Context: an optimization exercise on an open-source flow, tuned for small area and few clock cycles. The choices shown serve that exercise and are no tape-out recipe. In this exercise RTL edits were held to simulation tests only and were not proved equivalent to the original. Power is estimated from default activity; no workload was simulated.

<file path="design/flow/flow/run.sh">
#!/bin/bash
# Layout flow: the standard layout (standard.sh) with these changes to how it is made:
#  - synthesis: ABC maps the combinational logic with flow/abc_area_map.script (choices,
#    then area-oriented mapping) in place of ORFS's abc_area.script, and Yosys's half/full
#    adder extraction is skipped (ADDER_MAP_FILE empty) so ABC optimises those gates with
#    the rest. Registers are mapped by dfflibmap before either step, exactly as in the
#    standard synthesis, and synth_recipe.tcl's flatten and renaming are kept as they are;
#  - every input and output port still gets its own buffer, a sky130_fd_sc_hd__buf_1
#    (BUFFER_PORTS_ARGS) instead of the larger cell buffer_ports picks by default.
# Each tool's output goes to ORFS's logs under orfs/logs/; make's own output to
# make_finish.log here.
set -euo pipefail
W=$(pwd)
sed -e 's#log_cmd abc {\*}$abc_args#log_cmd abc {*}[lreplace $abc_args 1 1 '"$W"'/flow/abc_area_map.script]#' \
	"$FLOW_HOME/scripts/synth.tcl" > "$W/synth_area.tcl"
grep -q 'abc_area_map.script' "$W/synth_area.tcl"
sed -e "s#\$::env(SCRIPTS_DIR)/synth.tcl#$W/synth_area.tcl#" "$W/synth_recipe.tcl" > "$W/synth_wrap.tcl"
grep -q 'synth_area.tcl' "$W/synth_wrap.tcl"
bash "$W/standard.sh" SYNTH_SCRIPT="$W/synth_wrap.tcl" ADDER_MAP_FILE= \
	BUFFER_PORTS_ARGS="-buffer_cell sky130_fd_sc_hd__buf_1" finish > "$W/make_finish.log" 2>&1
</file>
<file path="design/flow/flow/abc_area_map.script">
strash
 dc2
 &get -n
 &syn2
 &dch -f
 &nf -R 1000
 &put
 topo
 stime -c
</file>
<file path="design/flow/standard.sh">
#!/bin/bash
# synth_recipe.tcl (not shown) runs the flow's synth.tcl, then flattens the netlist and writes it again
# the make line also repeats each setting of config.mk as NAME=value (left out here)
make -C /OpenROAD-flow-scripts/flow DESIGN_CONFIG=/design/flow/config.mk WORK_HOME=/design/flow/orfs CLKGATE_MAP_FILE= SYNTH_SCRIPT=/design/flow/synth_recipe.tcl "${@:-finish}"
</file>
<file path="design/flow/config.mk">
export PLATFORM = sky130hd
export DESIGN_NAME = text_to_lcd_command_stream
export DESIGN_NICKNAME = text_to_lcd_command_stream
export VERILOG_FILES = /design/flow/design.v
export SDC_FILE = /design/flow/constraint.sdc
export NUM_CORES = 4
export LEC_CHECK = 0
export CAP_MARGIN = 20
export CORE_MARGIN = 2
export CORE_UTILIZATION = 30
export GPL_TIMING_DRIVEN = 0
export PLACE_DENSITY = 0.5
export SETUP_SLACK_MARGIN = 0.2
export SLEW_MARGIN = 20
export SYNTH_MEMORY_MAX_BITS = 16384
</file>
<file path="design/flow/constraint.sdc">
create_clock -name core_clock -period 5.0 [get_ports {clk}]
set_input_delay 1.0000 -clock core_clock [delete_from_list [all_inputs] [get_ports {clk}]]
set_output_delay 1.0000 -clock core_clock [all_outputs]
set_load 0.01 [all_outputs]
</file>
<file path="design/flow/design.v">
package ttlcd_pkg;
	localparam int unsigned PageCountDef = 8;
	localparam logic [7:0] LastColumn = 8'd131;
	localparam logic [7:0] WrapColumn = 8'd127;
	localparam logic [7:0] CmdPage = 8'hB0;
	localparam logic [7:0] CmdColHigh = 8'h10;
	localparam logic [7:0] CmdColLow = 8'h00;
	localparam logic [7:0] GlyphWidth = 8'd8;
	localparam logic [7:0] AlignMask = 8'hF8;
	localparam int unsigned GlyphDepth = 1024;
	localparam int unsigned GlyphAddrW = $clog2(GlyphDepth);
	localparam int unsigned ByteW = 8;
	localparam int unsigned RunBytes = 35;
	localparam int unsigned IdxW = $clog2(RunBytes);
	localparam logic [IdxW-1:0] LastIdx = IdxW'(RunBytes - 1);
	localparam logic [1:0] PosPage = 2'd0;
	localparam logic [1:0] PosColHigh = 2'd1;
	localparam logic [1:0] PosColLow = 2'd2;
	localparam logic [1:0] PosData = 2'd3;
	localparam logic [6:0] GlyphFirst = 7'd32;
	localparam int unsigned GlyphCount = 96;
	function automatic logic [39:0] font_core(input logic [6:0] idx);
		logic [39:0] row;
		case (idx)
			7'd0: row = 40'h0000000000;
			7'd1: row = 40'h00004F0000;
			7'd2: row = 40'h0000000000;
			7'd3: row = 40'h0000000000;
			7'd4: row = 40'h0000000000;
			7'd5: row = 40'h2313086462;
			7'd6: row = 40'h0000000000;
			7'd7: row = 40'h0000000000;
			7'd8: row = 40'h0000000000;
			7'd9: row = 40'h0000000000;
			7'd10: row = 40'h0000000000;
			7'd11: row = 40'h08083E0808;
			7'd12: row = 40'h0000000000;
			7'd13: row = 40'h0808080808;
			7'd14: row = 40'h6060000000;
			7'd15: row = 40'h0000000000;
			7'd16: row = 40'h3E4141413E;
			7'd17: row = 40'h44427F4040;
			7'd18: row = 40'h4261514946;
			7'd19: row = 40'h2141454B31;
			7'd20: row = 40'h1814127F10;
			7'd21: row = 40'h2745454539;
			7'd22: row = 40'h2C4A494930;
			7'd23: row = 40'h0301710907;
			7'd24: row = 40'h3649494936;
			7'd25: row = 40'h064949291E;
			7'd26: row = 40'h0036360000;
			7'd27: row = 40'h0000000000;
			7'd28: row = 40'h0000000000;
			7'd29: row = 40'h1414141414;
			7'd30: row = 40'h0000000000;
			7'd31: row = 40'h0201510906;
			7'd32: row = 40'h0000000000;
			7'd33: row = 40'h3C1211123C;
			7'd34: row = 40'h7F49494936;
			7'd35: row = 40'h3E41414122;
			7'd36: row = 40'h7F4141221C;
			7'd37: row = 40'h7F49494941;
			7'd38: row = 40'h7F09090901;
			7'd39: row = 40'h3F41494972;
			7'd40: row = 40'h7F0808087F;
			7'd41: row = 40'h00417F4100;
			7'd42: row = 40'h2040413F01;
			7'd43: row = 40'h7F08142241;
			7'd44: row = 40'h7F40404040;
			7'd45: row = 40'h7F020C027F;
			7'd46: row = 40'h7F0408027F;
			7'd47: row = 40'h3F4141413F;
			7'd48: row = 40'h7F09090906;
			7'd49: row = 40'h3F4151215E;
			7'd50: row = 40'h7F09192946;
			7'd51: row = 40'h2649494932;
			7'd52: row = 40'h01017F0101;
			7'd53: row = 40'h3F4040403F;
			7'd54: row = 40'h1F2040201F;
			7'd55: row = 40'h3F4038403F;
			7'd56: row = 40'h6314081463;
			7'd57: row = 40'h0708700807;
			7'd58: row = 40'h6151494543;
			7'd59: row = 40'h0000000000;
			7'd60: row = 40'h0000000000;
			7'd61: row = 40'h0000000000;
			7'd62: row = 40'h0000000000;
			7'd63: row = 40'h0000000000;
			7'd64: row = 40'h0000000000;
			7'd65: row = 40'h1054545478;
			7'd66: row = 40'h7F48444438;
			7'd67: row = 40'h3844444420;
			7'd68: row = 40'h384444487F;
			7'd69: row = 40'h3854545418;
			7'd70: row = 40'h087E090102;
			7'd71: row = 40'h0C5252523E;
			7'd72: row = 40'h7F08040478;
			7'd73: row = 40'h00447D4000;
			7'd74: row = 40'h2040443400;
			7'd75: row = 40'h7F10284400;
			7'd76: row = 40'h00417F4000;
			7'd77: row = 40'h7C04180478;
			7'd78: row = 40'h7C08040478;
			7'd79: row = 40'h3844444438;
			7'd80: row = 40'h7C14141408;
			7'd81: row = 40'h081414187C;
			7'd82: row = 40'h7C08040408;
			7'd83: row = 40'h4854545420;
			7'd84: row = 40'h043F444020;
			7'd85: row = 40'h3C4040207C;
			7'd86: row = 40'h1C2040201C;
			7'd87: row = 40'h3C4038403C;
			7'd88: row = 40'h4428102844;
			7'd89: row = 40'h0C5050503C;
			7'd90: row = 40'h4464544C44;
			7'd91: row = 40'h0000000000;
			7'd92: row = 40'h0000000000;
			7'd93: row = 40'h0000000000;
			7'd94: row = 40'h0000000000;
			7'd95: row = 40'h0705070000;
			default: row = 40'h0000000000;
		endcase
		font_core = row;
	endfunction
	function automatic logic [ByteW-1:0] glyph_byte(input logic [GlyphAddrW-1:0] addr);
		logic [6:0] code;
		logic [2:0] col;
		logic [39:0] row;
		logic [ByteW-1:0] res;
		code = addr[GlyphAddrW-1:3];
		col = addr[2:0];
		res = '0;
		if (code >= GlyphFirst && col >= 3'd1 && col <= 3'd5) begin
			row = font_core(7'(code - GlyphFirst));
			case (col)
				3'd1: res = row[39:32];
				3'd2: res = row[31:24];
				3'd3: res = row[23:16];
				3'd4: res = row[15:8];
				default: res = row[7:0];
			endcase
		end
		glyph_byte = res;
	endfunction
	typedef struct packed {
		logic valid;
		logic [ByteW-1:0] value;
		logic is_data;
		logic last;
		logic blank;
		logic [GlyphAddrW-1:0] rom_addr;
	} issue_t;
endpackage
module ttlcd_rom (
	input  logic [6:0] code,
	input  logic [3:0] col,
	output logic [6:0] data,
	output logic       shown
);
	logic [2:0] cc;
	logic [6:0] core;
	assign cc = col[2:0];
	assign shown = (code[6] | code[5]) & (col >= 4'd1) & (col <= 4'd5);
	assign data = core;
	logic new_n18;
	logic new_n19;
	logic new_n20;
	logic new_n21;
	logic new_n22;
	logic new_n23;
	logic new_n24;
	logic new_n25;
	logic new_n26;
	logic new_n27;
	logic new_n28;
	logic new_n29;
	logic new_n30;
	logic new_n31;
	logic new_n32;
	logic new_n33;
	logic new_n34;
	logic new_n35;
	logic new_n36;
	logic new_n37;
	logic new_n38;
	logic new_n39;
	logic new_n40;
	logic new_n41;
	logic new_n42;
	logic new_n43;
	logic new_n44;
	logic new_n45;
	logic new_n46;
	logic new_n47;
	logic new_n48;
	logic new_n49;
	logic new_n50;
	logic new_n51;
	logic new_n52;
	logic new_n53;
	logic new_n54;
	logic new_n55;
	logic new_n56;
	logic new_n57;
	logic new_n58;
	logic new_n59;
	logic new_n60;
	logic new_n61;
	logic new_n62;
	logic new_n63;
	logic new_n64;
	logic new_n65;
	logic new_n66;
	logic new_n67;
	logic new_n68;
	logic new_n69;
	logic new_n70;
	logic new_n71;
	logic new_n72;
	logic new_n73;
	logic new_n74;
	logic new_n75;
	logic new_n76;
	logic new_n77;
	logic new_n78;
	logic new_n79;
	logic new_n80;
	logic new_n81;
	logic new_n82;
	logic new_n83;
	logic new_n84;
	logic new_n85;
	logic new_n86;
	logic new_n87;
	logic new_n88;
	logic new_n89;
	logic new_n90;
	logic new_n91;
	logic new_n92;
	logic new_n93;
	logic new_n94;
	logic new_n95;
	logic new_n96;
	logic new_n97;
	logic new_n98;
	logic new_n99;
	logic new_n100;
	logic new_n101;
	logic new_n102;
	logic new_n103;
	logic new_n104;
	logic new_n105;
	logic new_n106;
	logic new_n107;
	logic new_n108;
	logic new_n109;
	logic new_n110;
	logic new_n111;
	logic new_n112;
	logic new_n113;
	logic new_n114;
	logic new_n115;
	logic new_n116;
	logic new_n117;
	logic new_n118;
	logic new_n119;
	logic new_n120;
	logic new_n121;
	logic new_n122;
	logic new_n123;
	logic new_n124;
	logic new_n125;
	logic new_n126;
	logic new_n127;
	logic new_n128;
	logic new_n129;
	logic new_n130;
	logic new_n131;
	logic new_n132;
	logic new_n133;
	logic new_n134;
	logic new_n135;
	logic new_n136;
	logic new_n137;
	logic new_n138;
	logic new_n139;
	logic new_n140;
	logic new_n141;
	logic new_n142;
	logic new_n143;
	logic new_n144;
	logic new_n145;
	logic new_n146;
	logic new_n147;
	logic new_n148;
	logic new_n149;
	logic new_n150;
	logic new_n151;
	logic new_n152;
	logic new_n153;
	logic new_n154;
	logic new_n155;
	logic new_n156;
	logic new_n157;
	logic new_n158;
	logic new_n159;
	logic new_n160;
	logic new_n161;
	logic new_n162;
	logic new_n163;
	logic new_n164;
	logic new_n165;
	logic new_n166;
	logic new_n167;
	logic new_n168;
	logic new_n169;
	logic new_n170;
	logic new_n171;
	logic new_n172;
	logic new_n173;
	logic new_n174;
	logic new_n175;
	logic new_n176;
	logic new_n177;
	logic new_n178;
	logic new_n179;
	logic new_n180;
	logic new_n181;
	logic new_n182;
	logic new_n183;
	logic new_n184;
	logic new_n185;
	logic new_n186;
	logic new_n187;
	logic new_n188;
	logic new_n189;
	logic new_n190;
	logic new_n192;
	logic new_n193;
	logic new_n194;
	logic new_n195;
	logic new_n196;
	logic new_n197;
	logic new_n198;
	logic new_n199;
	logic new_n200;
	logic new_n201;
	logic new_n202;
	logic new_n203;
	logic new_n204;
	logic new_n205;
	logic new_n206;
	logic new_n207;
	logic new_n208;
	logic new_n209;
	logic new_n210;
	logic new_n211;
	logic new_n212;
	logic new_n213;
	logic new_n214;
	logic new_n215;
	logic new_n216;
	logic new_n217;
	logic new_n218;
	logic new_n219;
	logic new_n220;
	logic new_n221;
	logic new_n222;
	logic new_n223;
	logic new_n224;
	logic new_n225;
	logic new_n226;
	logic new_n227;
	logic new_n228;
	logic new_n229;
	logic new_n230;
	logic new_n231;
	logic new_n232;
	logic new_n233;
	logic new_n234;
	logic new_n235;
	logic new_n236;
	logic new_n237;
	logic new_n238;
	logic new_n239;
	logic new_n240;
	logic new_n241;
	logic new_n242;
	logic new_n243;
	logic new_n244;
	logic new_n245;
	logic new_n246;
	logic new_n247;
	logic new_n248;
	logic new_n249;
	logic new_n250;
	logic new_n251;
	logic new_n252;
	logic new_n253;
	logic new_n254;
	logic new_n255;
	logic new_n256;
	logic new_n257;
	logic new_n258;
	logic new_n259;
	logic new_n260;
	logic new_n261;
	logic new_n262;
	logic new_n263;
	logic new_n264;
	logic new_n265;
	logic new_n266;
	logic new_n267;
	logic new_n268;
	logic new_n269;
	logic new_n270;
	logic new_n271;
	logic new_n272;
	logic new_n273;
	logic new_n274;
	logic new_n275;
	logic new_n276;
	logic new_n277;
	logic new_n278;
	logic new_n279;
	logic new_n280;
	logic new_n281;
	logic new_n282;
	logic new_n283;
	logic new_n284;
	logic new_n285;
	logic new_n286;
	logic new_n287;
	logic new_n288;
	logic new_n289;
	logic new_n290;
	logic new_n291;
	logic new_n292;
	logic new_n293;
	logic new_n294;
	logic new_n295;
	logic new_n296;
	logic new_n297;
	logic new_n298;
	logic new_n299;
	logic new_n300;
	logic new_n301;
	logic new_n302;
	logic new_n303;
	logic new_n304;
	logic new_n305;
	logic new_n306;
	logic new_n307;
	logic new_n309;
	logic new_n310;
	logic new_n311;
	logic new_n312;
	logic new_n313;
	logic new_n314;
	logic new_n315;
	logic new_n316;
	logic new_n317;
	logic new_n318;
	logic new_n319;
	logic new_n320;
	logic new_n321;
	logic new_n322;
	logic new_n323;
	logic new_n324;
	logic new_n325;
	logic new_n326;
	logic new_n327;
	logic new_n328;
	logic new_n329;
	logic new_n330;
	logic new_n331;
	logic new_n332;
	logic new_n333;
	logic new_n334;
	logic new_n335;
	logic new_n336;
	logic new_n337;
	logic new_n338;
	logic new_n339;
	logic new_n340;
	logic new_n341;
	logic new_n342;
	logic new_n343;
	logic new_n344;
	logic new_n345;
	logic new_n346;
	logic new_n347;
	logic new_n348;
	logic new_n349;
	logic new_n350;
	logic new_n351;
	logic new_n352;
	logic new_n353;
	logic new_n354;
	logic new_n356;
	logic new_n357;
	logic new_n358;
	logic new_n359;
	logic new_n360;
	logic new_n361;
	logic new_n362;
	logic new_n363;
	logic new_n364;
	logic new_n365;
	logic new_n366;
	logic new_n367;
	logic new_n368;
	logic new_n369;
	logic new_n370;
	logic new_n371;
	logic new_n372;
	logic new_n373;
	logic new_n374;
	logic new_n375;
	logic new_n376;
	logic new_n377;
	logic new_n378;
	logic new_n379;
	logic new_n380;
	logic new_n381;
	logic new_n382;
	logic new_n383;
	logic new_n384;
	logic new_n385;
	logic new_n386;
	logic new_n387;
	logic new_n388;
	logic new_n389;
	logic new_n390;
	logic new_n391;
	logic new_n392;
	logic new_n393;
	logic new_n394;
	logic new_n395;
	logic new_n396;
	logic new_n397;
	logic new_n398;
	logic new_n399;
	logic new_n400;
	logic new_n401;
	logic new_n402;
	logic new_n403;
	logic new_n404;
	logic new_n405;
	logic new_n406;
	logic new_n407;
	logic new_n408;
	logic new_n409;
	logic new_n411;
	logic new_n412;
	logic new_n413;
	logic new_n414;
	logic new_n415;
	logic new_n416;
	logic new_n417;
	logic new_n418;
	logic new_n419;
	logic new_n420;
	logic new_n421;
	logic new_n422;
	logic new_n423;
	logic new_n424;
	logic new_n425;
	logic new_n426;
	logic new_n427;
	logic new_n428;
	logic new_n429;
	logic new_n430;
	logic new_n431;
	logic new_n432;
	logic new_n433;
	logic new_n434;
	logic new_n435;
	logic new_n436;
	logic new_n437;
	logic new_n438;
	logic new_n439;
	logic new_n440;
	logic new_n441;
	logic new_n442;
	logic new_n443;
	logic new_n445;
	logic new_n446;
	logic new_n447;
	logic new_n448;
	logic new_n449;
	logic new_n450;
	logic new_n451;
	logic new_n452;
	logic new_n453;
	logic new_n454;
	logic new_n455;
	logic new_n456;
	logic new_n457;
	logic new_n458;
	logic new_n459;
	logic new_n460;
	logic new_n461;
	logic new_n462;
	logic new_n463;
	logic new_n464;
	logic new_n465;
	logic new_n466;
	logic new_n467;
	logic new_n468;
	logic new_n469;
	logic new_n470;
	logic new_n471;
	logic new_n472;
	logic new_n473;
	logic new_n475;
	logic new_n476;
	logic new_n477;
	logic new_n478;
	logic new_n479;
	logic new_n480;
	logic new_n481;
	logic new_n482;
	logic new_n483;
	logic new_n484;
	logic new_n485;
	logic new_n486;
	logic new_n487;
	logic new_n488;
	logic new_n489;
	logic new_n490;
	logic new_n491;
	logic new_n492;
	logic new_n493;
	logic new_n494;
	logic new_n495;
	logic new_n496;
	logic new_n497;
	logic new_n498;
	logic new_n499;
	logic new_n500;
	assign new_n18 = code[1] & code[0];
	assign new_n19 = ~code[1] & ~code[0];
	assign new_n20 = ~new_n18 & ~new_n19;
	assign new_n21 = ~cc[2] & cc[1];
	assign new_n22 = cc[2] & ~cc[0];
	assign new_n23 = ~new_n21 & ~new_n22;
	assign new_n24 = ~new_n20 & ~new_n23;
	assign new_n25 = ~code[5] & new_n19;
	assign new_n26 = ~new_n24 & ~new_n25;
	assign new_n27 = ~code[3] & cc[2];
	assign new_n28 = code[6] & ~code[4];
	assign new_n29 = code[2] & new_n28;
	assign new_n30 = ~new_n27 & new_n29;
	assign new_n31 = code[6] & ~code[2];
	assign new_n32 = ~code[5] & new_n31;
	assign new_n33 = code[2] & code[0];
	assign new_n34 = code[5] & code[4];
	assign new_n35 = ~code[6] & new_n34;
	assign new_n36 = new_n33 & new_n35;
	assign new_n37 = ~new_n32 & ~new_n36;
	assign new_n38 = code[1] & ~new_n37;
	assign new_n39 = code[3] & ~code[2];
	assign new_n40 = ~code[4] & ~code[1];
	assign new_n41 = ~new_n39 & new_n40;
	assign new_n42 = code[2] & cc[2];
	assign new_n43 = new_n39 & ~new_n40;
	assign new_n44 = ~new_n42 & ~new_n43;
	assign new_n45 = ~new_n41 & new_n44;
	assign new_n46 = code[4] & ~code[1];
	assign new_n47 = code[5] & new_n46;
	assign new_n48 = ~cc[0] & new_n47;
	assign new_n49 = ~code[3] & code[2];
	assign new_n50 = ~code[0] & new_n49;
	assign new_n51 = new_n48 & new_n50;
	assign new_n52 = ~new_n45 & new_n51;
	assign new_n53 = ~code[2] & new_n35;
	assign new_n54 = code[5] & ~code[4];
	assign new_n55 = new_n49 & new_n54;
	assign new_n56 = code[5] & ~code[2];
	assign new_n57 = ~code[1] & code[0];
	assign new_n58 = ~code[3] & new_n57;
	assign new_n59 = cc[0] & new_n58;
	assign new_n60 = new_n18 & new_n39;
	assign new_n61 = code[3] & ~code[1];
	assign new_n62 = new_n33 & new_n61;
	assign new_n63 = ~new_n60 & ~new_n62;
	assign new_n64 = code[6] & code[0];
	assign new_n65 = ~new_n58 & new_n64;
	assign new_n66 = new_n63 & new_n65;
	assign new_n67 = ~new_n59 & ~new_n66;
	assign new_n68 = ~new_n22 & ~new_n46;
	assign new_n69 = new_n31 & ~new_n68;
	assign new_n70 = new_n21 & ~new_n49;
	assign new_n71 = ~new_n69 & new_n70;
	assign new_n72 = ~new_n67 & new_n71;
	assign new_n73 = ~new_n39 & ~new_n49;
	assign new_n74 = new_n28 & new_n73;
	assign new_n75 = ~cc[2] & ~cc[1];
	assign new_n76 = ~cc[0] & ~new_n75;
	assign new_n77 = new_n20 & new_n76;
	assign new_n78 = new_n74 & new_n77;
	assign new_n79 = ~new_n45 & new_n78;
	assign new_n80 = code[6] & ~code[3];
	assign new_n81 = ~new_n28 & ~new_n80;
	assign new_n82 = ~new_n41 & ~new_n49;
	assign new_n83 = ~new_n81 & new_n82;
	assign new_n84 = new_n22 & ~new_n57;
	assign new_n85 = new_n83 & new_n84;
	assign new_n86 = ~new_n79 & ~new_n85;
	assign new_n87 = ~new_n72 & new_n86;
	assign new_n88 = new_n56 & ~new_n87;
	assign new_n89 = ~code[4] & ~code[2];
	assign new_n90 = new_n80 & ~new_n89;
	assign new_n91 = ~new_n56 & new_n90;
	assign new_n92 = code[3] & new_n53;
	assign new_n93 = ~new_n91 & ~new_n92;
	assign new_n94 = ~new_n75 & ~new_n93;
	assign new_n95 = cc[0] & ~new_n47;
	assign new_n96 = code[2] & ~new_n95;
	assign new_n97 = ~new_n48 & new_n96;
	assign new_n98 = ~code[5] & ~code[4];
	assign new_n99 = ~code[1] & ~cc[2];
	assign new_n100 = ~new_n98 & ~new_n99;
	assign new_n101 = ~new_n97 & new_n100;
	assign new_n102 = new_n94 & ~new_n101;
	assign new_n103 = ~new_n88 & ~new_n102;
	assign new_n104 = new_n55 & ~new_n103;
	assign new_n105 = ~new_n53 & ~new_n104;
	assign new_n106 = new_n20 & new_n45;
	assign new_n107 = ~new_n105 & new_n106;
	assign new_n108 = ~new_n52 & ~new_n107;
	assign new_n109 = cc[0] & new_n21;
	assign new_n110 = ~code[0] & new_n109;
	assign new_n111 = code[4] & code[2];
	assign new_n112 = ~code[5] & new_n75;
	assign new_n113 = ~new_n111 & ~new_n112;
	assign new_n114 = new_n80 & ~new_n113;
	assign new_n115 = new_n110 & new_n114;
	assign new_n116 = ~new_n34 & new_n75;
	assign new_n117 = cc[2] & cc[0];
	assign new_n118 = code[1] & ~new_n117;
	assign new_n119 = ~new_n116 & new_n118;
	assign new_n120 = new_n57 & new_n117;
	assign new_n121 = ~new_n98 & new_n120;
	assign new_n122 = ~new_n119 & ~new_n121;
	assign new_n123 = ~code[3] & code[0];
	assign new_n124 = ~new_n74 & ~new_n123;
	assign new_n125 = new_n31 & ~new_n124;
	assign new_n126 = ~new_n122 & new_n125;
	assign new_n127 = ~new_n115 & ~new_n126;
	assign new_n128 = code[0] & ~new_n98;
	assign new_n129 = code[6] & new_n39;
	assign new_n130 = ~new_n128 & new_n129;
	assign new_n131 = ~code[4] & ~new_n21;
	assign new_n132 = new_n20 & new_n131;
	assign new_n133 = ~new_n24 & ~new_n132;
	assign new_n134 = new_n130 & new_n133;
	assign new_n135 = new_n127 & ~new_n134;
	assign new_n136 = new_n108 & new_n135;
	assign new_n137 = ~new_n38 & new_n136;
	assign new_n138 = code[3] & ~new_n34;
	assign new_n139 = new_n109 & ~new_n138;
	assign new_n140 = new_n127 & new_n139;
	assign new_n141 = ~new_n137 & new_n140;
	assign new_n142 = ~new_n30 & ~new_n141;
	assign new_n143 = ~new_n26 & ~new_n142;
	assign new_n144 = code[4] & new_n32;
	assign new_n145 = ~new_n72 & ~new_n110;
	assign new_n146 = new_n144 & ~new_n145;
	assign new_n147 = ~new_n19 & ~new_n23;
	assign new_n148 = new_n61 & new_n147;
	assign new_n149 = code[1] & new_n27;
	assign new_n150 = ~new_n148 & ~new_n149;
	assign new_n151 = ~new_n53 & ~new_n144;
	assign new_n152 = ~new_n150 & ~new_n151;
	assign new_n153 = ~cc[0] & new_n152;
	assign new_n154 = ~new_n146 & ~new_n153;
	assign new_n155 = new_n31 & new_n148;
	assign new_n156 = new_n154 & new_n155;
	assign new_n157 = new_n136 & ~new_n156;
	assign new_n158 = code[0] & ~new_n103;
	assign new_n159 = new_n54 & new_n94;
	assign new_n160 = ~new_n23 & new_n53;
	assign new_n161 = ~new_n20 & ~new_n160;
	assign new_n162 = ~new_n159 & new_n161;
	assign new_n163 = ~code[3] & new_n35;
	assign new_n164 = new_n147 & ~new_n163;
	assign new_n165 = ~new_n19 & new_n23;
	assign new_n166 = new_n20 & ~new_n55;
	assign new_n167 = new_n30 & new_n166;
	assign new_n168 = new_n165 & ~new_n167;
	assign new_n169 = ~new_n152 & new_n168;
	assign new_n170 = ~new_n164 & ~new_n169;
	assign new_n171 = ~new_n162 & new_n170;
	assign new_n172 = ~code[0] & new_n45;
	assign new_n173 = ~new_n111 & new_n172;
	assign new_n174 = ~code[1] & new_n55;
	assign new_n175 = ~new_n173 & ~new_n174;
	assign new_n176 = cc[2] & new_n57;
	assign new_n177 = code[3] & code[1];
	assign new_n178 = ~new_n176 & ~new_n177;
	assign new_n179 = ~code[6] & code[5];
	assign new_n180 = ~new_n178 & new_n179;
	assign new_n181 = ~new_n109 & new_n180;
	assign new_n182 = ~new_n175 & new_n181;
	assign new_n183 = ~code[0] & ~new_n177;
	assign new_n184 = ~new_n60 & ~new_n183;
	assign new_n185 = new_n75 & ~new_n184;
	assign new_n186 = new_n83 & new_n185;
	assign new_n187 = ~new_n182 & ~new_n186;
	assign new_n188 = ~new_n171 & new_n187;
	assign new_n189 = ~new_n158 & new_n188;
	assign new_n190 = new_n157 & new_n189;
	assign core[6] = ~(~new_n143 & new_n190);
	assign new_n192 = ~code[1] & new_n75;
	assign new_n193 = new_n165 & ~new_n192;
	assign new_n194 = new_n108 & ~new_n193;
	assign new_n195 = new_n53 & ~new_n57;
	assign new_n196 = new_n123 & new_n195;
	assign new_n197 = new_n35 & new_n50;
	assign new_n198 = ~new_n74 & ~new_n197;
	assign new_n199 = ~new_n196 & new_n198;
	assign new_n200 = code[1] & cc[0];
	assign new_n201 = ~code[1] & ~cc[0];
	assign new_n202 = new_n21 & ~new_n201;
	assign new_n203 = ~new_n200 & new_n202;
	assign new_n204 = new_n199 & ~new_n203;
	assign new_n205 = ~new_n194 & ~new_n204;
	assign new_n206 = ~code[4] & ~new_n20;
	assign new_n207 = ~new_n61 & ~new_n118;
	assign new_n208 = new_n23 & new_n31;
	assign new_n209 = ~new_n207 & new_n208;
	assign new_n210 = new_n206 & new_n209;
	assign new_n211 = new_n80 & new_n111;
	assign new_n212 = code[3] & new_n29;
	assign new_n213 = ~new_n211 & ~new_n212;
	assign new_n214 = new_n165 & ~new_n213;
	assign new_n215 = ~new_n210 & ~new_n214;
	assign new_n216 = code[1] & ~new_n123;
	assign new_n217 = new_n117 & new_n216;
	assign new_n218 = ~code[0] & cc[2];
	assign new_n219 = ~code[1] & new_n49;
	assign new_n220 = ~new_n218 & new_n219;
	assign new_n221 = ~new_n217 & ~new_n220;
	assign new_n222 = new_n28 & ~new_n221;
	assign new_n223 = new_n215 & ~new_n222;
	assign new_n224 = new_n192 & ~new_n223;
	assign new_n225 = code[1] & ~code[0];
	assign new_n226 = new_n92 & new_n225;
	assign new_n227 = ~new_n51 & ~new_n226;
	assign new_n228 = new_n21 & ~new_n227;
	assign new_n229 = new_n20 & new_n22;
	assign new_n230 = ~code[0] & new_n34;
	assign new_n231 = new_n229 & ~new_n230;
	assign new_n232 = new_n101 & new_n231;
	assign new_n233 = ~new_n228 & ~new_n232;
	assign new_n234 = new_n94 & ~new_n233;
	assign new_n235 = new_n31 & new_n34;
	assign new_n236 = code[3] & ~code[0];
	assign new_n237 = new_n76 & new_n236;
	assign new_n238 = ~new_n229 & new_n237;
	assign new_n239 = ~new_n120 & ~new_n238;
	assign new_n240 = new_n235 & ~new_n239;
	assign new_n241 = ~new_n34 & ~new_n98;
	assign new_n242 = new_n19 & new_n241;
	assign new_n243 = ~new_n213 & new_n242;
	assign new_n244 = new_n109 & new_n243;
	assign new_n245 = new_n89 & new_n177;
	assign new_n246 = ~code[4] & ~new_n19;
	assign new_n247 = new_n49 & ~new_n246;
	assign new_n248 = ~new_n245 & ~new_n247;
	assign new_n249 = code[6] & new_n98;
	assign new_n250 = new_n22 & new_n249;
	assign new_n251 = ~new_n248 & new_n250;
	assign new_n252 = new_n18 & new_n117;
	assign new_n253 = new_n90 & new_n252;
	assign new_n254 = ~new_n251 & ~new_n253;
	assign new_n255 = ~new_n244 & new_n254;
	assign new_n256 = ~new_n240 & new_n255;
	assign new_n257 = ~new_n234 & new_n256;
	assign new_n258 = ~new_n224 & new_n257;
	assign new_n259 = code[5] & cc[0];
	assign new_n260 = ~cc[0] & new_n32;
	assign new_n261 = ~new_n259 & ~new_n260;
	assign new_n262 = ~cc[2] & ~new_n261;
	assign new_n263 = ~new_n179 & ~new_n262;
	assign new_n264 = ~new_n18 & ~new_n263;
	assign new_n265 = ~new_n165 & new_n259;
	assign new_n266 = ~new_n248 & new_n265;
	assign new_n267 = ~new_n264 & new_n266;
	assign new_n268 = code[0] & new_n23;
	assign new_n269 = new_n76 & new_n225;
	assign new_n270 = ~new_n268 & ~new_n269;
	assign new_n271 = ~new_n209 & new_n270;
	assign new_n272 = ~new_n34 & new_n270;
	assign new_n273 = ~new_n114 & ~new_n272;
	assign new_n274 = ~new_n271 & ~new_n273;
	assign new_n275 = ~new_n182 & ~new_n274;
	assign new_n276 = ~new_n267 & new_n275;
	assign new_n277 = new_n58 & new_n179;
	assign new_n278 = ~new_n249 & ~new_n277;
	assign new_n279 = code[2] & new_n75;
	assign new_n280 = ~new_n278 & new_n279;
	assign new_n281 = ~new_n34 & new_n186;
	assign new_n282 = ~new_n280 & ~new_n281;
	assign new_n283 = new_n276 & new_n282;
	assign new_n284 = new_n258 & new_n283;
	assign new_n285 = ~new_n205 & new_n284;
	assign new_n286 = ~new_n199 & new_n206;
	assign new_n287 = ~new_n199 & new_n207;
	assign new_n288 = ~code[2] & ~code[1];
	assign new_n289 = ~new_n54 & ~new_n288;
	assign new_n290 = new_n64 & ~new_n289;
	assign new_n291 = new_n203 & new_n290;
	assign new_n292 = ~new_n287 & ~new_n291;
	assign new_n293 = ~new_n286 & ~new_n292;
	assign new_n294 = ~new_n34 & new_n293;
	assign new_n295 = ~new_n157 & new_n294;
	assign new_n296 = new_n19 & new_n53;
	assign new_n297 = ~new_n186 & ~new_n296;
	assign new_n298 = new_n23 & ~new_n297;
	assign new_n299 = ~new_n180 & ~new_n200;
	assign new_n300 = ~new_n67 & ~new_n299;
	assign new_n301 = ~code[3] & ~new_n117;
	assign new_n302 = new_n69 & ~new_n301;
	assign new_n303 = ~new_n270 & new_n302;
	assign new_n304 = ~new_n300 & ~new_n303;
	assign new_n305 = ~new_n248 & ~new_n304;
	assign new_n306 = ~new_n298 & ~new_n305;
	assign new_n307 = ~new_n295 & new_n306;
	assign core[5] = ~(new_n285 & new_n307);
	assign new_n309 = ~new_n55 & ~new_n57;
	assign new_n310 = code[0] & new_n109;
	assign new_n311 = new_n171 & new_n310;
	assign new_n312 = new_n114 & new_n165;
	assign new_n313 = ~new_n303 & ~new_n312;
	assign new_n314 = ~new_n311 & new_n313;
	assign new_n315 = new_n57 & new_n314;
	assign new_n316 = ~new_n309 & ~new_n315;
	assign new_n317 = ~new_n285 & new_n316;
	assign new_n318 = ~new_n92 & ~new_n125;
	assign new_n319 = new_n120 & ~new_n318;
	assign new_n320 = new_n215 & ~new_n244;
	assign new_n321 = ~new_n319 & new_n320;
	assign new_n322 = ~new_n317 & new_n321;
	assign new_n323 = ~code[4] & ~new_n255;
	assign new_n324 = new_n180 & new_n310;
	assign new_n325 = ~new_n248 & new_n324;
	assign new_n326 = ~new_n323 & ~new_n325;
	assign new_n327 = ~new_n130 & new_n326;
	assign new_n328 = new_n310 & ~new_n327;
	assign new_n329 = new_n117 & ~new_n248;
	assign new_n330 = new_n282 & ~new_n329;
	assign new_n331 = new_n29 & ~new_n330;
	assign new_n332 = new_n36 & new_n61;
	assign new_n333 = ~new_n228 & ~new_n332;
	assign new_n334 = ~new_n331 & new_n333;
	assign new_n335 = ~new_n328 & new_n334;
	assign new_n336 = ~new_n216 & new_n235;
	assign new_n337 = ~cc[2] & ~cc[0];
	assign new_n338 = new_n57 & new_n337;
	assign new_n339 = new_n55 & new_n338;
	assign new_n340 = ~new_n336 & ~new_n339;
	assign new_n341 = new_n23 & new_n340;
	assign new_n342 = ~new_n257 & new_n341;
	assign new_n343 = ~new_n23 & ~new_n340;
	assign new_n344 = new_n257 & new_n343;
	assign new_n345 = new_n144 & new_n238;
	assign new_n346 = ~new_n293 & ~new_n345;
	assign new_n347 = ~new_n159 & ~new_n174;
	assign new_n348 = new_n64 & ~new_n347;
	assign new_n349 = new_n306 & ~new_n348;
	assign new_n350 = new_n346 & new_n349;
	assign new_n351 = ~new_n344 & new_n350;
	assign new_n352 = ~new_n342 & new_n351;
	assign new_n353 = new_n335 & new_n352;
	assign new_n354 = ~new_n141 & new_n353;
	assign core[4] = ~(new_n322 & new_n354);
	assign new_n356 = code[6] & ~new_n175;
	assign new_n357 = ~new_n240 & ~new_n356;
	assign new_n358 = new_n223 & ~core[5];
	assign new_n359 = ~new_n22 & new_n103;
	assign new_n360 = new_n55 & ~new_n359;
	assign new_n361 = ~new_n117 & new_n197;
	assign new_n362 = ~new_n360 & ~new_n361;
	assign new_n363 = ~new_n358 & ~new_n362;
	assign new_n364 = ~new_n53 & ~new_n159;
	assign new_n365 = ~new_n123 & ~new_n364;
	assign new_n366 = ~new_n38 & ~new_n144;
	assign new_n367 = ~new_n182 & new_n366;
	assign new_n368 = ~new_n365 & new_n367;
	assign new_n369 = ~new_n111 & new_n177;
	assign new_n370 = new_n23 & ~new_n369;
	assign new_n371 = ~new_n368 & new_n370;
	assign new_n372 = ~new_n79 & new_n215;
	assign new_n373 = ~code[5] & ~new_n372;
	assign new_n374 = new_n326 & ~new_n373;
	assign new_n375 = ~new_n371 & new_n374;
	assign new_n376 = new_n172 & ~new_n375;
	assign new_n377 = ~new_n36 & ~new_n115;
	assign new_n378 = ~new_n376 & new_n377;
	assign new_n379 = new_n122 & ~new_n378;
	assign new_n380 = new_n83 & new_n110;
	assign new_n381 = new_n87 & ~new_n380;
	assign new_n382 = new_n326 & new_n381;
	assign new_n383 = ~code[5] & ~new_n382;
	assign new_n384 = ~new_n19 & new_n98;
	assign new_n385 = new_n74 & new_n384;
	assign new_n386 = new_n382 & ~new_n385;
	assign new_n387 = ~new_n38 & ~new_n386;
	assign new_n388 = ~new_n383 & new_n387;
	assign new_n389 = ~new_n27 & new_n288;
	assign new_n390 = new_n23 & new_n389;
	assign new_n391 = ~new_n80 & ~new_n390;
	assign new_n392 = ~new_n134 & new_n391;
	assign new_n393 = new_n21 & new_n288;
	assign new_n394 = new_n80 & ~new_n279;
	assign new_n395 = ~new_n393 & new_n394;
	assign new_n396 = ~new_n392 & ~new_n395;
	assign new_n397 = new_n345 & ~new_n396;
	assign new_n398 = new_n34 & new_n396;
	assign new_n399 = code[6] & new_n18;
	assign new_n400 = ~new_n138 & new_n399;
	assign new_n401 = ~new_n167 & ~new_n400;
	assign new_n402 = new_n279 & ~new_n401;
	assign new_n403 = ~new_n186 & ~new_n402;
	assign new_n404 = ~new_n398 & new_n403;
	assign new_n405 = ~new_n397 & new_n404;
	assign new_n406 = new_n314 & new_n405;
	assign new_n407 = new_n335 & new_n406;
	assign new_n408 = ~new_n388 & new_n407;
	assign new_n409 = ~new_n379 & new_n408;
	assign core[2] = ~(~new_n363 & new_n409);
	assign new_n411 = ~new_n357 & ~core[2];
	assign new_n412 = ~new_n117 & ~new_n337;
	assign new_n413 = new_n384 & new_n412;
	assign new_n414 = ~new_n167 & ~new_n413;
	assign new_n415 = ~new_n228 & new_n414;
	assign new_n416 = ~new_n103 & ~new_n415;
	assign new_n417 = new_n61 & new_n160;
	assign new_n418 = ~new_n36 & ~new_n197;
	assign new_n419 = new_n84 & ~new_n418;
	assign new_n420 = ~new_n417 & ~new_n419;
	assign new_n421 = ~new_n416 & new_n420;
	assign new_n422 = ~new_n75 & ~new_n176;
	assign new_n423 = new_n235 & ~new_n422;
	assign new_n424 = ~new_n402 & ~new_n423;
	assign new_n425 = new_n306 & new_n424;
	assign new_n426 = ~code[3] & ~new_n425;
	assign new_n427 = ~new_n20 & new_n21;
	assign new_n428 = new_n197 & ~new_n427;
	assign new_n429 = new_n45 & new_n428;
	assign new_n430 = ~new_n241 & new_n303;
	assign new_n431 = ~new_n429 & ~new_n430;
	assign new_n432 = new_n154 & new_n431;
	assign new_n433 = ~new_n63 & ~new_n263;
	assign new_n434 = ~new_n65 & ~new_n277;
	assign new_n435 = ~code[1] & new_n109;
	assign new_n436 = ~new_n434 & new_n435;
	assign new_n437 = ~new_n433 & ~new_n436;
	assign new_n438 = ~code[4] & ~new_n437;
	assign new_n439 = ~new_n331 & ~new_n438;
	assign new_n440 = new_n432 & new_n439;
	assign new_n441 = ~new_n426 & new_n440;
	assign new_n442 = new_n421 & new_n441;
	assign new_n443 = new_n322 & new_n442;
	assign core[3] = ~(~new_n411 & new_n443);
	assign new_n445 = code[1] & new_n55;
	assign new_n446 = ~code[5] & code[4];
	assign new_n447 = new_n117 & new_n446;
	assign new_n448 = ~new_n445 & ~new_n447;
	assign new_n449 = core[6] & ~new_n448;
	assign new_n450 = ~new_n258 & new_n379;
	assign new_n451 = new_n72 & new_n259;
	assign new_n452 = ~new_n339 & ~new_n402;
	assign new_n453 = ~new_n451 & new_n452;
	assign new_n454 = new_n81 & ~new_n453;
	assign new_n455 = new_n282 & ~new_n454;
	assign new_n456 = ~new_n450 & new_n455;
	assign new_n457 = cc[2] & new_n53;
	assign new_n458 = code[1] & new_n457;
	assign new_n459 = new_n136 & ~new_n458;
	assign new_n460 = ~code[1] & ~new_n457;
	assign new_n461 = ~new_n136 & ~new_n460;
	assign new_n462 = ~new_n32 & ~new_n159;
	assign new_n463 = ~new_n337 & ~new_n462;
	assign new_n464 = ~new_n163 & ~new_n463;
	assign new_n465 = ~new_n23 & ~new_n464;
	assign new_n466 = ~new_n461 & new_n465;
	assign new_n467 = ~new_n459 & new_n466;
	assign new_n468 = new_n197 & new_n203;
	assign new_n469 = ~new_n197 & new_n228;
	assign new_n470 = ~new_n468 & ~new_n469;
	assign new_n471 = new_n375 & new_n470;
	assign new_n472 = ~new_n467 & new_n471;
	assign new_n473 = new_n456 & new_n472;
	assign core[1] = ~(~new_n449 & new_n473);
	assign new_n475 = code[5] & ~new_n295;
	assign new_n476 = new_n80 & new_n82;
	assign new_n477 = ~new_n23 & new_n28;
	assign new_n478 = ~new_n67 & new_n477;
	assign new_n479 = ~new_n476 & ~new_n478;
	assign new_n480 = new_n223 & new_n479;
	assign new_n481 = ~new_n371 & ~new_n480;
	assign new_n482 = ~new_n475 & new_n481;
	assign new_n483 = new_n225 & ~new_n337;
	assign new_n484 = ~new_n195 & ~new_n483;
	assign new_n485 = new_n465 & ~new_n484;
	assign new_n486 = ~new_n29 & ~new_n69;
	assign new_n487 = ~new_n276 & ~new_n486;
	assign new_n488 = new_n144 & new_n396;
	assign new_n489 = code[2] & new_n427;
	assign new_n490 = code[3] & ~new_n489;
	assign new_n491 = code[0] & ~new_n80;
	assign new_n492 = new_n34 & ~new_n288;
	assign new_n493 = new_n491 & new_n492;
	assign new_n494 = ~new_n243 & ~new_n493;
	assign new_n495 = ~new_n490 & ~new_n494;
	assign new_n496 = ~new_n488 & ~new_n495;
	assign new_n497 = new_n421 & new_n496;
	assign new_n498 = ~new_n487 & new_n497;
	assign new_n499 = ~new_n485 & new_n498;
	assign new_n500 = new_n456 & new_n499;
	assign core[0] = ~(~new_n482 & new_n500);
endmodule
module text_to_lcd_command_stream #(
	parameter int unsigned PAGE_COUNT = ttlcd_pkg::PageCountDef
) (
	input  logic       clk,
	input  logic       arst_n,
	input  logic       in_valid,
	output logic       in_ready,
	input  logic [7:0] char_code,
	output logic       out_valid,
	input  logic       out_ready,
	output logic [7:0] out_byte,
	output logic       is_data,
	output logic       last
);
	localparam int unsigned PageW = (PAGE_COUNT > 1) ? $clog2(PAGE_COUNT) : 1;
	localparam logic [PageW-1:0] PageMax = PageW'(PAGE_COUNT - 1);
	logic [3:0]       grp_q;
	logic [1:0]       pos_q;
	logic [6:0]       code_q;    
	logic [3:0]       cell_q;    
	logic [PageW-1:0] page_q;
	logic       idle;
	logic       last_byte;
	logic       take;
	logic       step;
	logic [7:0] col_cur;
	logic [7:0] mirrored;
	logic [6:0] glyph;
	logic [6:0] glyph_q;
	logic       shown;
	assign idle = grp_q[3] & (pos_q == 2'd3);
	assign last_byte = grp_q[3] & (pos_q == 2'd2);
	assign in_ready = idle | (last_byte & out_ready);
	assign take = in_valid & in_ready;
	assign step = out_ready & ~idle;
	always_ff @(posedge clk or negedge arst_n) begin
		if (!arst_n) begin
			grp_q <= 4'd8;
			pos_q <= 2'd3;
			cell_q <= '0;
			page_q <= '0;
		end else begin
			if (take) begin
				grp_q <= '0;
				pos_q <= '0;
			end else if (step) begin
				{grp_q, pos_q} <= {grp_q, pos_q} + 6'd1;
			end
			if (step & last_byte) begin
				{page_q, cell_q} <= {page_q, cell_q} + 7'd1;
			end
		end
	end
	always_ff @(posedge clk) begin
		if (in_ready) begin
			code_q <= {char_code[6:5] & ~{2{char_code[7]}}, char_code[4:0]};
		end
	end
	assign col_cur = {1'b0, cell_q, 3'b000} + {4'b0, grp_q};
	assign mirrored = ttlcd_pkg::LastColumn - col_cur;
	ttlcd_rom u_font (
		.code(code_q),
		.col (grp_q),
		.data(glyph),
		.shown(shown)
	);
	always_ff @(posedge clk) begin
		glyph_q <= glyph;
	end
	assign out_valid = ~idle;
	assign is_data = (pos_q == 2'd3);
	assign last = last_byte;
	always_comb begin
		case (pos_q)
			2'd0: out_byte = ttlcd_pkg::CmdPage + 8'(page_q);
			2'd1: out_byte = ttlcd_pkg::CmdColHigh + {4'b0, mirrored[7:4]};
			2'd2: out_byte = ttlcd_pkg::CmdColLow + {4'b0, mirrored[3:0]};
			default: out_byte = {1'b0, shown ? glyph_q : 7'd0};
		endcase
	end
endmodule
</file>
==> results_dict.tcl, run 1 <==
set metrics [dict create \
    outcome "finished clean" \
    synth_top_area_share_pct 9.50 \
    fin_nets 506 \
    r2r_setup_slack_ns 0.45 \
    grt_pass1_wl_mm 21.7 \
    hpwlAfterDp_mm 10.3 \
    fin_area_um2 3390 \
    cp-start-kind "flip-flop" \
    grt_overflow 0 \
    synth_edf_count 7 \
    diodes 0 \
    cp_cell_sequence "clkinv_1 -> nand2_1 -> a21oi_4 -> or4_1 -> o311ai_0 -> nand3b_1 -> o21ai_1 -> a21oi_1 -> nor3_1 -> or4_1 -> a41oi_1 -> nor3_1 -> or3_1 -> o21ai_0 -> o2111ai_1 -> o21ai_0" \
    synth_compound_area_share_pct 30.6 \
    grt.total_usage_pct 28.3 \
    start_util_pct 30.8 \
    hold_path.class "reg -> reg" \
    core_area_um2 9240 \
    place_area_um2 3120 \
    die_y_um 101 \
    rr_startpoint "grp_q[0]" \
    netlist_instances 437 \
    synth-seq-area-share_pct 23.9 \
    cp-end-kind "flip-flop" \
    rsz0062_at_grt "false" \
    worst-setup-path-type "reg -> reg" \
    clk_pin_slew_ns 0.09 \
    io_pins 24 \
    slowest_delay_ns 0.64 \
    ys_seq_elements 27 \
    slew_viol_final 0 \
    syn-cell-area_um2 2850 \
    via_per_inst 6.36 \
    hp-start "page_q[2]" \
    powerDensity_nw_per_um2 537 \
    cp.arrival_ns 4.74 \
    cts-root-buf "clkbuf_8" \
    grt_max_degree 28 \
    cp_max_fo 16 \
    placedCellCount 591 \
    utilization_pct 36.7 \
    fin_cells 622 \
    ir_worst_vdd_mv 0.288 \
    max_freq_mhz 220 \
    drv_cap 0 \
    synthMuxAreaShare_pct 0 \
    synth_cell_types 47 \
    power_w 0.00182 \
    synth_top_family_by_area "simple AND/OR/NAND/NOR gates" \
    vias 3959 \
    r2r-end "glyph_q[3]" \
    synth-xor-area-share_pct 2.77 \
    area_growth_pct 19.2 \
    syn_area_per_cell_um2 6.51 \
    yosysTopAreaCell "nor2_1" \
    worst_pin_slew_ns 0.988 \
    first_global_vias 3573 \
    routed_wl_mm 14.5 \
    synthAdderAreaFrac_pct 0 \
    drt_iter0_markers 512 \
    cp_num_buf_inv 1 \
    synth_flop_cell "dfrtp_1" \
    chipWidth_um 101 \
    fin_crit_sh_pct 90.9 \
    clk_latency_ns 0.27 \
    hold_depth 1 \
    setup_violations 0 \
    cp_top_family "simple AND/OR/NAND/NOR gates" \
    cts_tree "built" \
    synth.net_count 449 \
    cts-htree-levels 1 \
    cts_buffers 3 \
    whs_endpoint "page_q[2]" \
    fin_skew_ns 0.00810 \
    synth_area_leaders "nor2_1, dfrtp_1, nand2_1" \
    row_count 35 \
    synth-simple-area-share_pct 41.4 \
    yosys_warnings 1 \
    synth-async-reset-ratio_pct 48.1 \
    wire_per_inst_um 23.3 \
    cts.sinks 27 \
    gp_congestion 0.992 \
    reg2regPathDepth 16 \
    relSlewSlack_pct 34.0 \
    clock_path_buffers 2 \
    drive_gt1_share_pct 8.32 \
    hold_violations 0 \
    drtAntennaViolNets 0 \
    required_ns 5.20 \
    io_buffers 23 \
    slowest_stage "or4_1" \
    p_leak_nw 1.22 \
    die-area_um2 10300 \
    drcViolationCount 0 \
    drtPass1Iterations 6 \
    antenna_found_initial 0 \
    timing.final.crit_period_ns 4.55 \
    ctsHoldBuffers 0 \
]
==> what timing repair did <==
item | 4_1_cts | 5_1_grt
setup buffers | 11 | 16
endpoints found under the setup margin | 4 | 3
gates resized for setup | 1 | 10
==> cell type report <==
| cell class | instances | area [um^2] |
|---|---|---|
| Fill cell | 1043 | 5850 |
| Inverter | 10 | 37.5 |
| Sequential cell | 27 | 684 |
| Tap cell | 129 | 161 |
| Multi-Input combinational cell | 400 | 2150 |
| Clock buffer | 4 | 45.0 |
| Timing Repair Buffer | 52 | 314 |
==> registers in the layout, summed over array words and instances (netlist names) <==
signal   cells
code_q       7
grp_q        4
cell_q       4
glyph_q      7
pos_q        2
page_q       3
==> logic make-up (layout without fill, tap and decap cells) <==
logic type / count (synthesis) / count (layout)
AOI/OAI and AO/OA: 141 / 141
buffers and inverters: 10 / 66
DFF: 27 / 27
xor gates and xnor gates: 9 / 9
and+or+nand+nor: 250 / 250
==> layout by cell type, fill, tap and decap left out, types with 4 or more instances in the layout <==
master,n
o211ai_1,7
nor2_1,71
xnor2_1,6
a21oi_1,38
a22oi_1,4
or3_1,4
nor3_1,35
nor2b_1,12
dfrtp_1,8
a31oi_1,11
clkinv_1,10
buf_4,24
nor4_1,5
nand2_1,61
edfxtp_1,7
nand2b_1,17
a211oi_1,4
o22ai_1,7
and3_1,5
o21ai_0,36
nand3_1,19
buf_1,23
dfxtp_1,7
==> report_power, final <==
part	internal (W)	switching (W)	leakage (nW)	total [W]
clock	0.0000570	0.0000637	0.0228	0.000121
sequential	0.000318	0.000167	0.282	0.000485
combinational	0.000393	0.000821	0.916	0.00121
total	0.000768	0.00105	1.22	0.00182
==> Yosys cell counts (2+ instances only) <==
master and count:
o21bai_1 2, nor4b_1 3, a21o_1 2, nand2b_1 17
a21oi_1 39, o31ai_1 3, nand2_1 61, nor3_1 36
o211ai_1 7, o22a_1 3, nand4_1 2, o21ai_0 39
nand3_1 19, a22oi_1 4, or3_1 4, dfxtp_1 7
nor2_1 72, a41oi_1 2, a31oi_1 11, o22ai_1 7
nor4_1 5, nor2b_1 13, xor2_1 3, a211oi_1 4
dfstp_2 3, edfxtp_1 7, or4_1 3, o311ai_0 2
o2111ai_1 3, and3_1 5, or2_0 4, xnor2_1 6
and2_0 3, a2111oi_0 3, a311oi_1 3, dfrtp_1 10
clkinv_1 10
==> worst max-delay path by stage <==
stage	from	endpoint	slack [ns]	cells past startpoint
floorplan	code_q[1]	glyph_q[3]	1.14	15
global placement	code_q[1]	glyph_q[3]	-0.61	15
detailed placement	code_q[4]	glyph_q[3]	-0.11	14
CTS	code_q[3]	glyph_q[3]	0.20	17
global route	code_q[3]	glyph_q[3]	0.27	17
finish	grp_q[0]	glyph_q[3]	0.45	16
==> stage by stage <==
stage,hold WS [ns],setup slack [ns],TNS (ns)
final,0.494,0.453,0
after global routing,0.515,0.272,0
after CTS,0.489,0.203,0
after detailed placement,0.474,-0.112,-0.112
after global placement,0.465,-0.610,-1.92
after floorplan,0.446,1.14,0
==> per-layer routing <==
metal	vias up	global-route usage (%)	routed length, um
met4	0	9.46	854
met3	76	8.07	1720
li1	1759	-	-
met2	313	41.7	5970
met5	-	1.44	0
met1	1811	39.4	5960
Testbench counts, summed over its fixed seeds: cycles 84,008.
==> inputs of run 2 (changes only) <==
--- a/design/flow/config.mk
+++ b/design/flow/config.mk
@@ -11,5 +11,5 @@
 export GPL_TIMING_DRIVEN = 0
 export PLACE_DENSITY = 0.5
-export SETUP_SLACK_MARGIN = 0.2
+export SETUP_SLACK_MARGIN = 0.1
 export SLEW_MARGIN = 20
 export SYNTH_MEMORY_MAX_BITS = 16384
==> results_dict.tcl, run 2 <==
set metrics [dict create \
    rr_startpoint "grp_q[0]" \
    area_growth_pct 20.4 \
    hold_depth 1 \
    yosysTopAreaCell "nor2_1" \
    cts_buffers 3 \
    drive_gt1_share_pct 9.24 \
    cp.arrival_ns 4.84 \
    required_ns 5.20 \
    power.share.sequential_pct 26.6 \
    yosys_warnings 1 \
    synth_cell_types 47 \
    worst-setup-path-type "reg -> reg" \
    worst_pin_slew_ns 0.967 \
    drtAntennaViolNets 0 \
    powerDensity_nw_per_um2 535 \
    synth_area_leaders "nor2_1, dfrtp_1, nand2_1" \
    ir_worst_vdd_mv 0.299 \
    synth_flop_cell "dfrtp_1" \
    switching_share_pct 57.6 \
    intPower_w 0.000777 \
    comb_power_share_pct 66.7 \
    clk_latency_ns 0.27 \
    grt_max_degree 28 \
    routed_wl_mm 14.5 \
    drtPass1Iterations 6 \
    fin_nets 511 \
    start_util_pct 30.8 \
    setup_violations 0 \
    gp_congestion 0.992 \
    hold_path.class "reg -> reg" \
    via_per_inst 6.42 \
    synth.net_count 449 \
    synth_top_area_share_pct 9.50 \
    syn-cell-area_um2 2850 \
    reg2regPathDepth 16 \
    p_switching_w 0.00106 \
    clock_path_buffers 2 \
    cp-start-kind "flip-flop" \
    netlist_instances 437 \
    io_pins 24 \
    wire_per_inst_um 23.2 \
    cp_max_fo 16 \
    first_global_vias 3567 \
    synth-seq-area-share_pct 23.9 \
    final_common_cell "nor2_1" \
    chipWidth_um 101 \
    timing.final.crit_period_ns 4.64 \
    fin_crit_sh_pct 92.9 \
    fin_skew_ns 0.00468 \
    core_area_um2 9240 \
    ys_seq_elements 27 \
    place_area_um2 3120 \
    cts-htree-levels 1 \
    drt_iter0_markers 492 \
    die-area_um2 10300 \
    grt.total_usage_pct 27.9 \
    r2r_setup_slack_ns 0.36 \
    whs_endpoint "page_q[2]" \
    hpwlAfterDp_mm 10.3 \
    placedCellCount 591 \
    rsz0062_at_grt "false" \
    reg_top3 "code_q (7), glyph_q (7)" \
    fin_cells 628 \
    layout_common_cells "nor2_1, nand2_1, a21oi_1" \
    relSlewSlack_pct 35.0 \
    outcome "finished clean" \
    hold_violations 0 \
    drcViolationCount 0 \
    synth_edf_count 7 \
    drv_cap 0 \
    max_freq_mhz 215 \
    cts.sinks 27 \
    p_leak_nw 1.25 \
    fin_area_um2 3430 \
    cts-root-buf "clkbuf_8" \
    yosysMostFrequentCell "nor2_1" \
    row_count 35 \
    slew_viol_final 0 \
    clkPwrFrac_pct 6.7 \
    die_y_um 101 \
    vias 4030 \
    antenna_found_initial 0 \
    power_w 0.00183 \
    r2r-end "glyph_q[3]" \
    grt_overflow 0 \
    clk_pin_slew_ns 0.09 \
    cp-end-kind "flip-flop" \
    syn_area_per_cell_um2 6.51 \
    cts_tree "built" \
    hp-start "page_q[2]" \
    io_buffers 23 \
    synth-async-reset-ratio_pct 48.1 \
    netlist_top_cells_count "nor2_1, nand2_1, a21oi_1, o21ai_0, nor3_1" \
    grt_pass1_wl_mm 21.5 \
]
[run 2: worst max-delay path by stage]
stage | from | depth (start not counted) | end
final | grp_q[0] | 16 | glyph_q[3]
after global routing | code_q[4] | 14 | glyph_q[3]
after CTS | code_q[5] | 14 | glyph_q[3]
after detailed placement | code_q[4] | 14 | glyph_q[3]
after global placement | code_q[1] | 15 | glyph_q[3]
after floorplan | code_q[1] | 15 | glyph_q[3]
[run 2: metrics by stage]
stage	hold slack, ns	setup WS, ns	util (%)	TNS [ns]
6_report	0.492	0.357	37.1	0
5_1_grt	0.515	0.123	37.1	0
4_1_cts	0.489	0.107	35.0	0
3_5_place_dp	0.474	-0.112	33.8	-0.112
3_3_place_gp	0.465	-0.610	33.5	-1.92
2_1_floorplan	0.446	1.14	-	0
[run 2: kinds of logic after synthesis]
family | count (synthesis) | share of synthesized area [%]
AOI/OAI and AO/OA | 141 | 30.6
xor gates and xnor gates | 9 | 2.77
buffers and inverters | 10 | 1.32
DFF | 27 | 23.9
and+or+nand+nor | 250 | 41.4
[run 2: repair_timing]
item / 4_1_cts / 5_1_grt
resized for setup: 1 / 8
gates cloned: 0 / 0
endpoints found under the setup margin: 2 / 4
hold buffers: 0 / 0
setup buffers: 8 / 24
[run 2: area by class of cell]
type | count | area [um^2]
Antenna cell | 1 | 2.50
Clock buffer | 4 | 45.0
Inverter | 10 | 37.5
Sequential cell | 27 | 684
Fill cell | 1045 | 5810
Multi-Input combinational cell | 400 | 2140
Tap cell | 129 | 161
Timing Repair Buffer | 57 | 354
[run 2: worst max-delay path, cell delays in order (launching register included)]
cell,delay [ns]
dfrtp_2,0.56
clkinv_1,0.23
nand2_1,0.21
a21oi_2,0.29
or4_1,0.23
o311ai_0,0.26
nand3b_1,0.16
o21ai_0,0.24
a21oi_1,0.23
nor3_1,0.08
or4_1,0.64
a41oi_1,0.25
nor3_1,0.11
or3_1,0.42
o21ai_0,0.21
o2111ai_1,0.20
o21ai_0,0.22
[run 2: power groups by stage]
stage / registers [W] / logic [W] / clock network, W
floorplan: 0.000449 / 0.000696 / 0
global placement: 0.000546 / 0.00105 / 0
detailed placement: 0.000534 / 0.00103 / 0
CTS: 0.000502 / 0.00109 / 0.000126
global route: 0.000506 / 0.00131 / 0.000135
finish: 0.000488 / 0.00122 / 0.000122
[run 2: per-layer routing]
| layer | wire, um | up-vias | share of wire [%] | track usage, % |
|---|---|---|---|---|
| met2 | 6020 | 331 | 41 | 41.1 |
| met4 | 769 | 0 | 5.3 | 8.52 |
| met1 | 5950 | 1851 | 41 | 39.1 |
| met5 | 0 | - | 0 | 1.44 |
| met3 | 1810 | 77 | 12 | 8.49 |
| li1 | - | 1771 | - | - |
==> inputs of run 3 (changes only) <==
--- a/design/flow/config.mk
+++ b/design/flow/config.mk
@@ -9,7 +9,9 @@
 export CORE_MARGIN = 2
 export CORE_UTILIZATION = 30
+export CTS_CLUSTER_DIAMETER = 200
+export CTS_CLUSTER_SIZE = 30
 export GPL_TIMING_DRIVEN = 0
 export PLACE_DENSITY = 0.5
-export SETUP_SLACK_MARGIN = 0.1
+export SETUP_SLACK_MARGIN = 0.2
 export SLEW_MARGIN = 20
 export SYNTH_MEMORY_MAX_BITS = 16384
==> results_dict.tcl, run 3 <==
set metrics [dict create \
    outcome "finished clean" \
    cp-end-kind "flip-flop" \
    via_per_inst 6.36 \
    hpwlAfterDp_mm 10.3 \
    cts.sinks 27 \
    hold_path.class "reg -> reg" \
    gp_congestion 0.992 \
    drcViolationCount 0 \
    timing.final.ws_setup_ns 0.453 \
    drv_cap 0 \
    r2r-end "glyph_q[3]" \
    grt_overflow 0 \
    netlist_instances 437 \
    ir_worst_vdd_mv 0.288 \
    p_leak_nw 1.22 \
    rsz0062_at_grt "false" \
    cp_cell_sequence "clkinv_1 -> nand2_1 -> a21oi_4 -> or4_1 -> o311ai_0 -> nand3b_1 -> o21ai_1 -> a21oi_1 -> nor3_1 -> or4_1 -> a41oi_1 -> nor3_1 -> or3_1 -> o21ai_0 -> o2111ai_1 -> o21ai_0" \
    reg_top3 "code_q (7), glyph_q (7)" \
    r2r_setup_slack_ns 0.45 \
    first_global_vias 3573 \
    diodes 0 \
    area_growth_pct 19.2 \
    routed_wl_mm 14.5 \
    yosys_warnings 1 \
    netlist_top_cells_count "nor2_1, nand2_1, a21oi_1, o21ai_0, nor3_1" \
    pre_cts_slack_ns -0.112 \
    reg2regPathDepth 16 \
    rr_startpoint "grp_q[0]" \
    synth_edf_count 7 \
    start_util_pct 30.8 \
    worst-setup-path-type "reg -> reg" \
    io_pins 24 \
    relSlewSlack_pct 34.0 \
    cp.arrival_ns 4.74 \
    wire_per_inst_um 23.3 \
    slew_viol_final 0 \
    grt.total_usage_pct 28.3 \
    cp-start-kind "flip-flop" \
    clock_path_buffers 2 \
    cp.depth 16 \
    synth-async-reset-ratio_pct 48.1 \
    fin_area_um2 3390 \
    antenna_found_initial 0 \
    drive_gt1_share_pct 8.32 \
    hold_depth 1 \
    slowest_delay_ns 0.64 \
    hold_violations 0 \
    required_ns 5.20 \
    fin_crit_sh_pct 90.9 \
    grt_max_degree 28 \
    cp_num_buf_inv 1 \
    cts_buffers 3 \
    drtPass1Iterations 6 \
    cts-root-buf "clkbuf_8" \
    layout_common_cells "nor2_1, nand2_1, a21oi_1" \
    drtAntennaViolNets 0 \
    synth-seq-area-share_pct 23.9 \
    timing.final.crit_period_ns 4.55 \
    synth_cell_types 47 \
    vias 3959 \
    fin_nets 506 \
    hp-start "page_q[2]" \
    ys_seq_elements 27 \
    setup_violations 0 \
    synth_top_area_share_pct 9.50 \
    clk_latency_ns 0.27 \
    whs_endpoint "page_q[2]" \
    slowest_stage "or4_1" \
    io_buffers 23 \
    row_count 35 \
    final_common_cell "nor2_1" \
    yosysTopAreaCell "nor2_1" \
    die_y_um 101 \
    fin_skew_ns 0.00810 \
    powerDensity_nw_per_um2 537 \
    ctsHoldBuffers 0 \
    chipWidth_um 101 \
    worst_pin_slew_ns 0.988 \
    cts_tree "built" \
    drt_iter0_markers 512 \
    synth_flop_cell "dfrtp_1" \
    cp_max_fo 16 \
    synth_area_leaders "nor2_1, dfrtp_1, nand2_1" \
    placedCellCount 591 \
    synth.net_count 449 \
    core_area_um2 9240 \
    max_freq_mhz 220 \
    fin_cells 622 \
    clk_pin_slew_ns 0.09 \
    yosysMostFrequentCell "nor2_1" \
    grt_pass1_wl_mm 21.7 \
    cp_top_family "simple AND/OR/NAND/NOR gates" \
    timing.hold.ws_ns 0.494 \
    cts-htree-levels 1 \
    die-area_um2 10300 \
    syn_area_per_cell_um2 6.51 \
    place_area_um2 3120 \
    syn-cell-area_um2 2850 \
]
## run 3: cell counts after synthesis
No cell type changed its count.
## run 3: power breakdown
group          switching [W]  internal [W]
Combinational       0.000821      0.000393
Sequential          0.000167      0.000318
Clock              0.0000637     0.0000570
Total                0.00105      0.000768
## run 3: layout make-up
type	instances	area [um^2]
clock buffers	4	45.0
fillers	1043	5850
inverters	10	37.5
multi-input cells	400	2150
flip-flops and latches	27	684
well taps	129	161
repair buffers	52	314
## run 3: per-stage QoR
| step | utilization (%) | setup TNS, ns | total power (W) |
|---|---|---|---|
| floorplan | - | 0 | 0.00115 |
| global placement | 33.5 | -1.92 | 0.00160 |
| detailed placement | 33.8 | -0.112 | 0.00156 |
| CTS | 35.2 | 0 | 0.00173 |
| global route | 36.7 | 0 | 0.00194 |
| finish | 36.7 | 0 | 0.00182 |
## run 3: logic make-up (layout without fill, tap and decap cells)
| kind of cell | after synthesis | after routing | synth area share [%] |
|---|---|---|---|
| and+or+nand+nor | 250 | 250 | 41.4 |
| AOI/OAI and AO/OA | 141 | 141 | 30.6 |
| DFF | 27 | 27 | 23.9 |
| buffers and inverters | 10 | 66 | 1.32 |
| xor gates and xnor gates | 9 | 9 | 2.77 |
## run 3: what timing repair did
action | CTS | global route
resized for setup | 1 | 10
buffers inserted | 11 | 16
endpoints found under the setup margin | 4 | 3
## run 3: worst max-delay path by stage
stage / slack, ns / startpoint / to
final: 0.45 / grp_q[0] / glyph_q[3]
after global routing: 0.27 / code_q[3] / glyph_q[3]
after CTS: 0.20 / code_q[3] / glyph_q[3]
after detailed placement: -0.11 / code_q[4] / glyph_q[3]
after global placement: -0.61 / code_q[1] / glyph_q[3]
after floorplan: 1.14 / code_q[1] / glyph_q[3]
## run 3: routing by layer
metal  wire [um]  track usage [%]  vias up
met5           0             1.44        -
met2        5970             41.7      313
met3        1720             8.07       76
met4         854             9.46        0
met1        5960             39.4     1811
li1            -                -     1759

-- what the ideal ports hide --
In the flow no input, the clock included, has a driving cell. The finished layouts below were timed again as built, in two steps. Step 1, drivers: a clkbuf_16 drives clk and a buf_2 each remaining input, both assumed. Step 2, shift: input delay + t, output delay - t, t = (earliest + latest rising clock arrival at the registers) / 2. This alone moves slack from input paths to output paths. Three values: ideal, step 1, step 2; two values: the first two.
run	shift t [ns]	setup slack, ns	worst hold slack (ns)	worst setup path after step 2
run 1	0.292	0.453 / 0.453 / 0.453	0.494 / 0.494 / 0.494	register to register
run 2	0.294	0.357 / 0.357 / 0.357	0.492 / 0.492 / 0.492	register to register
run 3	0.292	0.453 / 0.453 / 0.453	0.494 / 0.494 / 0.494	register to register
After both steps every run listed still meets setup and hold.
